This design comes from an exercise in tuning for small area, a short achievable clock period and few clock cycles per item on the open sky130 flow, not from production work.
The RTL was checked by simulation tests, not by an equivalence proof against the original design.

--- flow/design.v ---
module md_iter_unit #(
  parameter int unsigned WIDTH = 32
) (
  input  logic             clk,
  input  logic             rst_n,
  input  logic             start,
  input  logic [2:0]       funct3,
  input  logic [WIDTH-1:0] op1,
  input  logic [WIDTH-1:0] op2,
  input  logic             flush,
  output logic             busy,
  output logic             done,
  output logic [WIDTH-1:0] result,
  output logic             zero
);
  localparam int unsigned CntW = $clog2(WIDTH + 1);
  typedef enum logic [1:0] {StIdle, StDivide, StDone} state_e;
  state_e             state_q, state_d;
  logic [WIDTH-1:0]   result_q, result_d;
  logic [WIDTH:0]     rem_q, rem_d;
  logic [WIDTH-1:0]   quo_q, quo_d;
  logic [WIDTH-1:0]   div_q, div_d;
  logic [CntW-1:0]    cnt_q, cnt_d;
  logic               qneg_q, qneg_d;
  logic               rneg_q, rneg_d;
  logic               is_rem_q, is_rem_d;
  logic               accept;
  logic               is_mul;
  logic               div_zero;
  logic               div_ovf;
  logic               short_op;
  logic               last_iter;
  logic               signed_div;
  logic               neg1, neg2;
  logic [WIDTH-1:0]   abs1, abs2;
  logic [WIDTH:0]     mul_a, mul_b;
  logic [2*WIDTH+1:0] prod;
  logic [WIDTH-1:0]   mul_res;
  logic [WIDTH:0]     rem_shift;
  logic [WIDTH-1:0]   quo_shift;
  logic [WIDTH:0]     trial;
  logic [WIDTH:0]     rem_next;
  logic [WIDTH-1:0]   quo_next;
  always_comb begin
    accept     = start && !flush && (state_q == StIdle || state_q == StDone);
    is_mul     = !funct3[2];
    signed_div = !funct3[0];
    div_zero   = (op2 == '0);
    div_ovf    = signed_div && (op1 == {1'b1, {(WIDTH-1){1'b0}}}) && (op2 == '1);
    short_op   = is_mul || div_zero || div_ovf;
    neg1       = signed_div && op1[WIDTH-1];
    neg2       = signed_div && op2[WIDTH-1];
    abs1       = neg1 ? (~op1 + 1'b1) : op1;
    abs2       = neg2 ? (~op2 + 1'b1) : op2;
    last_iter  = (cnt_q == CntW'(WIDTH - 1));
  end
  always_comb begin
    mul_a = {(funct3 == 3'b001 || funct3 == 3'b010) && op1[WIDTH-1], op1};
    mul_b = {(funct3 == 3'b001) && op2[WIDTH-1], op2};
    prod  = {{(WIDTH+1){mul_a[WIDTH]}}, mul_a} * {{(WIDTH+1){mul_b[WIDTH]}}, mul_b};
    mul_res = (funct3[1:0] == 2'b00) ? prod[WIDTH-1:0] : prod[2*WIDTH-1:WIDTH];
  end
  always_comb begin
    rem_shift = {rem_q[WIDTH-1:0], quo_q[WIDTH-1]};
    quo_shift = {quo_q[WIDTH-2:0], 1'b0};
    trial     = rem_shift - {1'b0, div_q};
    rem_next  = trial[WIDTH] ? rem_shift : trial;
    quo_next  = {quo_shift[WIDTH-1:1], !trial[WIDTH]};
  end
  always_ff @(posedge clk or negedge rst_n) begin
    if (!rst_n) begin
      state_q  <= StIdle;
      result_q <= '0;
      rem_q    <= '0;
      quo_q    <= '0;
      div_q    <= '0;
      cnt_q    <= '0;
      qneg_q   <= 1'b0;
      rneg_q   <= 1'b0;
      is_rem_q <= 1'b0;
    end else begin
      state_q  <= state_d;
      result_q <= result_d;
      rem_q    <= rem_d;
      quo_q    <= quo_d;
      div_q    <= div_d;
      cnt_q    <= cnt_d;
      qneg_q   <= qneg_d;
      rneg_q   <= rneg_d;
      is_rem_q <= is_rem_d;
    end
  end
  always_comb begin
    state_d = state_q;
    unique case (state_q)
      StIdle, StDone: begin
        if (accept) begin
          state_d = short_op ? StDone : StDivide;
        end else begin
          state_d = StIdle;
        end
      end
      StDivide: begin
        if (flush) begin
          state_d = StIdle;
        end else if (last_iter) begin
          state_d = StDone;
        end
      end
      default: state_d = StIdle;
    endcase
  end
  always_comb begin
    result_d = result_q;
    rem_d    = rem_q;
    quo_d    = quo_q;
    div_d    = div_q;
    cnt_d    = cnt_q;
    qneg_d   = qneg_q;
    rneg_d   = rneg_q;
    is_rem_d = is_rem_q;
    if (accept) begin
      if (is_mul) begin
        result_d = mul_res;
      end else if (div_zero) begin
        result_d = funct3[1] ? op1 : '1;
      end else if (div_ovf) begin
        result_d = funct3[1] ? '0 : {1'b1, {(WIDTH-1){1'b0}}};
      end else begin
        rem_d    = '0;
        quo_d    = abs1;
        div_d    = abs2;
        cnt_d    = '0;
        qneg_d   = neg1 ^ neg2;
        rneg_d   = neg1;
        is_rem_d = funct3[1];
      end
    end else if (state_q == StDivide && !flush) begin
      rem_d = rem_next;
      quo_d = quo_next;
      cnt_d = cnt_q + 1'b1;
      if (last_iter) begin
        if (is_rem_q) begin
          result_d = rneg_q ? (~rem_next[WIDTH-1:0] + 1'b1) : rem_next[WIDTH-1:0];
        end else begin
          result_d = qneg_q ? (~quo_next + 1'b1) : quo_next;
        end
      end
    end
  end
  always_comb begin
    busy   = (state_q == StDivide);
    done   = (state_q == StDone);
    result = result_q;
    zero   = (result_q == '0);
  end
endmodule
--- flow/run.sh ---
#!/bin/bash
# synth_recipe.tcl (not shown) runs the flow's synth.tcl, then flattens the netlist and writes it again
# the make line also repeats each setting of config.mk as NAME=value (left out here)
make -C /OpenROAD-flow-scripts/flow DESIGN_CONFIG=/design/flow/config.mk WORK_HOME=/design/flow/orfs CLKGATE_MAP_FILE= SYNTH_SCRIPT=/design/flow/synth_recipe.tcl finish
--- flow/config.mk ---
export PLATFORM = sky130hd
export DESIGN_NAME = md_iter_unit
export DESIGN_NICKNAME = md_iter_unit
export VERILOG_FILES = /design/flow/design.v
export SDC_FILE = /design/flow/constraint.sdc
export NUM_CORES = 4
export LEC_CHECK = 0
export CAP_MARGIN = 20
export CORE_MARGIN = 2
export CORE_UTILIZATION = 40
export PLACE_DENSITY = 0.6
export SLEW_MARGIN = 20
--- flow/constraint.sdc ---
create_clock -name core_clock -period 10.5 [get_ports {clk}]
set_input_delay 2.1000 -clock core_clock [delete_from_list [all_inputs] [get_ports {clk}]]
set_output_delay 2.1000 -clock core_clock [all_outputs]
set_load 0.01 [all_outputs]
==> summary.txt <==
cell type report:
type	instances	share of cell area, %
diodes	5	0.0223
clock buffers	21	0.857
clock inverters	11	0.279
inverters	1233	8.27
multi-input cells	4116	72.5
flip-flops and latches	139	6.21
well taps	1637	3.65
repair buffers	539	8.19
logic make-up (layout without fill, tap and decap cells):
| kind of cell | count (synthesis) | count (layout) | synth area share (%) |
|---|---|---|---|
| other cells | 0 | 5 | 0 |
| simple gates | 1796 | 1796 | 16.5 |
| mux | 32 | 32 | 0.643 |
| xor+xnor | 204 | 204 | 3.57 |
| flops | 139 | 139 | 6.95 |
| compound gates | 708 | 708 | 9.00 |
| buf+inv | 1591 | 1804 | 12.0 |
| fa+ha+maj | 1376 | 1376 | 51.3 |
critical path, delay by kind of cell:
kind / cells / cell delay (ns)
adder cells (fa/ha/maj): 9 / 4.39
AO/OA/AOI/OAI: 7 / 1.56
buffers and inverters: 10 / 1.48
AND/OR/NAND/NOR: 4 / 0.81
XOR/XNOR: 1 / 0.18
layout by cell type, fill, tap and decap left out, types with 10 or more instances in the layout:
| cell | count |
|---|---|
| clkdlybuf4s50_1 | 67 |
| o21ai_0 | 191 |
| a31oi_1 | 26 |
| ha_1 | 250 |
| buf_4 | 400 |
| buf_12 | 33 |
| or2_2 | 14 |
| a21o_1 | 37 |
| nor3_1 | 48 |
| nor2_1 | 224 |
| nor2b_1 | 24 |
| and3_1 | 26 |
| a211oi_1 | 20 |
| inv_1 | 1225 |
| o21bai_1 | 15 |
| nand2_1 | 938 |
| o21ai_1 | 21 |
| o21a_1 | 13 |
| o31ai_1 | 29 |
| nand2b_1 | 18 |
| fa_1 | 1123 |
| dfrtp_1 | 139 |
| mux2i_1 | 31 |
| buf_2 | 33 |
| nor4_1 | 25 |
| or4_1 | 16 |
| o41ai_1 | 11 |
| and2_1 | 302 |
| xor2_1 | 69 |
| clkbuf_16 | 17 |
| a221oi_1 | 10 |
| nand3_1 | 70 |
| a21oi_1 | 188 |
| xnor2_1 | 133 |
| o211ai_1 | 25 |
| nand4_1 | 29 |
| or3_1 | 20 |
| o221ai_1 | 15 |
flip-flops by register name, indices dropped and copies added (netlist names):
signal / cells
qneg_q: 1
quo_q: 32
result_q: 32
is_rem_q: 1
div_q: 32
state_q: 2
rem_q: 32
rneg_q: 1
cnt_q: 6
metrics by stage:
stage / utilization (%) / std cells / setup TNS, ns / hold slack, ns
after floorplan: - / 5846 / 0 / 0.450
after global placement: 44.6 / 7659 / -3.94 / 0.466
after detailed placement: 44.6 / 7659 / -6.08 / 0.472
after CTS: 45.1 / 7691 / -0.0000959 / 0.485
after global routing: 45.2 / 7698 / -0.0407 / 0.508
final: 45.2 / 7701 / 0 / 0.482
layer usage:
| layer | part of all wire, % | vias to the layer above |
|---|---|---|
| met3 | 7.1 | 272 |
| met5 | 0 | - |
| met4 | 3.6 | 0 |
| li1 | - | 18123 |
| met2 | 46 | 1538 |
| met1 | 43 | 21332 |
path summary, 6_finish.rpt:
| path | end | from | depth (start not counted) | slack [ns] |
|---|---|---|---|---|
| hold reg to reg | div_q[19]$_DFFE_PN0P_ | div_q[19]$_DFFE_PN0P_ | 2 | 0.48 |
| setup reg to reg | result_q[22]$_DFFE_PN0P_ | quo_q[31]$_DFFE_PN0P_ | 21 | 4.63 |
| hold / removal | div_q[19]$_DFFE_PN0P_ | div_q[19]$_DFFE_PN0P_ | 2 | 0.48 |
| min in group asynchronous | state_q[1]$_DFFE_PN0P_ | rst_n | 1 | 1.70 |
| setup / recovery | result_q[15]$_DFFE_PN0P_ | op2[0] | 31 | 0.31 |
| max in group asynchronous | div_q[29]$_DFFE_PN0P_ | rst_n | 2 | 7.39 |
repair_timing:
item                                    CTS  global route
buffers inserted                          0             4
endpoints found under the setup margin    3            19
gates resized for setup                   3            20
pin swaps                                 2             6
==> summary.txt <==
* Outcome: finished clean
* Met2 global-route usage at 43.2%
* CP startpoint kind: input pin
* Min Tclk post-route at 10.19 ns
* CTS hold repair buffers at 0
* DRC at 0
* Initial Util at 40.3%
* Synth Cell Area at 50000 um^2
* Worst Max-Slew Pin Slew at 1.14 ns
* Clock slew at reported path FFs at 0.06 ns
* Ports at 106
* Design area at 56000 um^2
* Tcrit/Tclk final at 97.0%
* Most used DFF post-synth: dfrtp_1
* Commonest cells in the netlist: inv_1, fa_1, nand2_1
* Mean Syn Cell Area at 8.56 um^2
* 1st-pass router iterations at 5
* Max-cap viol count at 0
* Placed cell areas at 55300 um^2
* Gpl congestion at 0.986
* Net Count, Synth at 7293
* Die height at 358 um
* YS warnings at 1
* Multi-input logic area at 40600 um^2
* Final wirelength at 165000 um
* Clock Skews at 0.0133 ns
* Synth area leader: fa_1
* Initial antenna violation count at 10
* Post-Place Worst Slack at -0.505 ns
* Largest net degree at the start of global routing at 108
* Via count at 41265
* Htree depth at 4
* Die X at 358 um
* Register area at 3480 um^2
* # fillers at 12180
* Crit path kind: input pin to flop
* Post-synthesis sequential area ratio at 6.95%
* First-pass GRT wire length at 259000 um
* Largest stage delay on the critical path at 0.58 ns
* CTS tree: done
* Nets at 7493
* Clk Tree Root Cell: clkbuf_16
* GRT Max-Usage Layer: met2
* Ys async rst share at 100%
* Num CTS Buffers at 17
* HPWL Detailed at 140000 um
* Worst setup margin at 0.310 ns
* Slowest stage cell, crit path: fa_1
* Final hold violation count at 0
* Vias per inst at 5.36
* Share of cells above drive strength 1 at 9.28%
* Core box area at 124000 um^2
* Clk buf depth at 2
* Area added between synthesis and finish at 12.1%
* Antenna-violating nets left at 0
* Worst EP arrival at 10.52 ns
* Worst EP required at 10.83 ns
* Number of flops mapped to enable cells by yosys at 0
* Post-Syn Instances at 5846
* Hold crit path type: flop to flop
* DR WL/cell at 21.4 um
* PortBufs at 105
* Die area at 128000 um^2
* Crit path capture type: flop
* Vias in the first global route at 43015
* Netlist cell types at 89
* Remaining Overflow, GRT at 0
* Total track usage at 26.5%
* Clock Sinks at 139
* Max Fclk at 98.1 MHz
* Slew margin rel. at 23.9%
* Crit Path Max Fanout at 12
* Critical Path Most Common Cell: fa_1
* Met3 layer usage reported by global route at 3.07%
* Met1 Use GR at 37.0%
* Row count at 129
* Synth top area cells: fa_1, inv_1, nand2_1
* Drt first-iter violations at 3609
* FF+latch count, synth at 139
* Final setup vio count at 0
* Final Max Slew Viols at 0
* Worst-Skew Late Latency at 0.45 ns
* Most numerous cell in the Yosys netlist: inv_1
* Yosys top cell area share at 45.1%
Testbench counts, summed over its fixed seeds: cycles 367,808, items 24,000.

## static timing again, ports no longer ideal
Ports are ideal in the flow. The routed layout listed here was re-timed in OpenROAD.
Step 1, drivers: a clkbuf_16 drives clk and a buf_2 each remaining input, both assumed.
Step 2 times the ports against the registers' clock, not the clock port: input delays grow and output delays shrink by t, the midpoint of the rising clock arrivals with the driver on.
Three values: ideal, step 1, step 2; two values: the first two.
t, ns: 0.494
setup WS [ns]: 0.310 / 0.323 / -0.172
clock arrival spread, ns: 0.014 / 0.013
worst register clock-pin slew, ns: 0.07 / 0.07
pins driven straight from the clock port: 1
With both steps, setup timing fails in this run, where it was met with ideal ports. For this run, drivers alone change the setup slack by +0.013 ns; drivers and shift together by -0.482 ns.
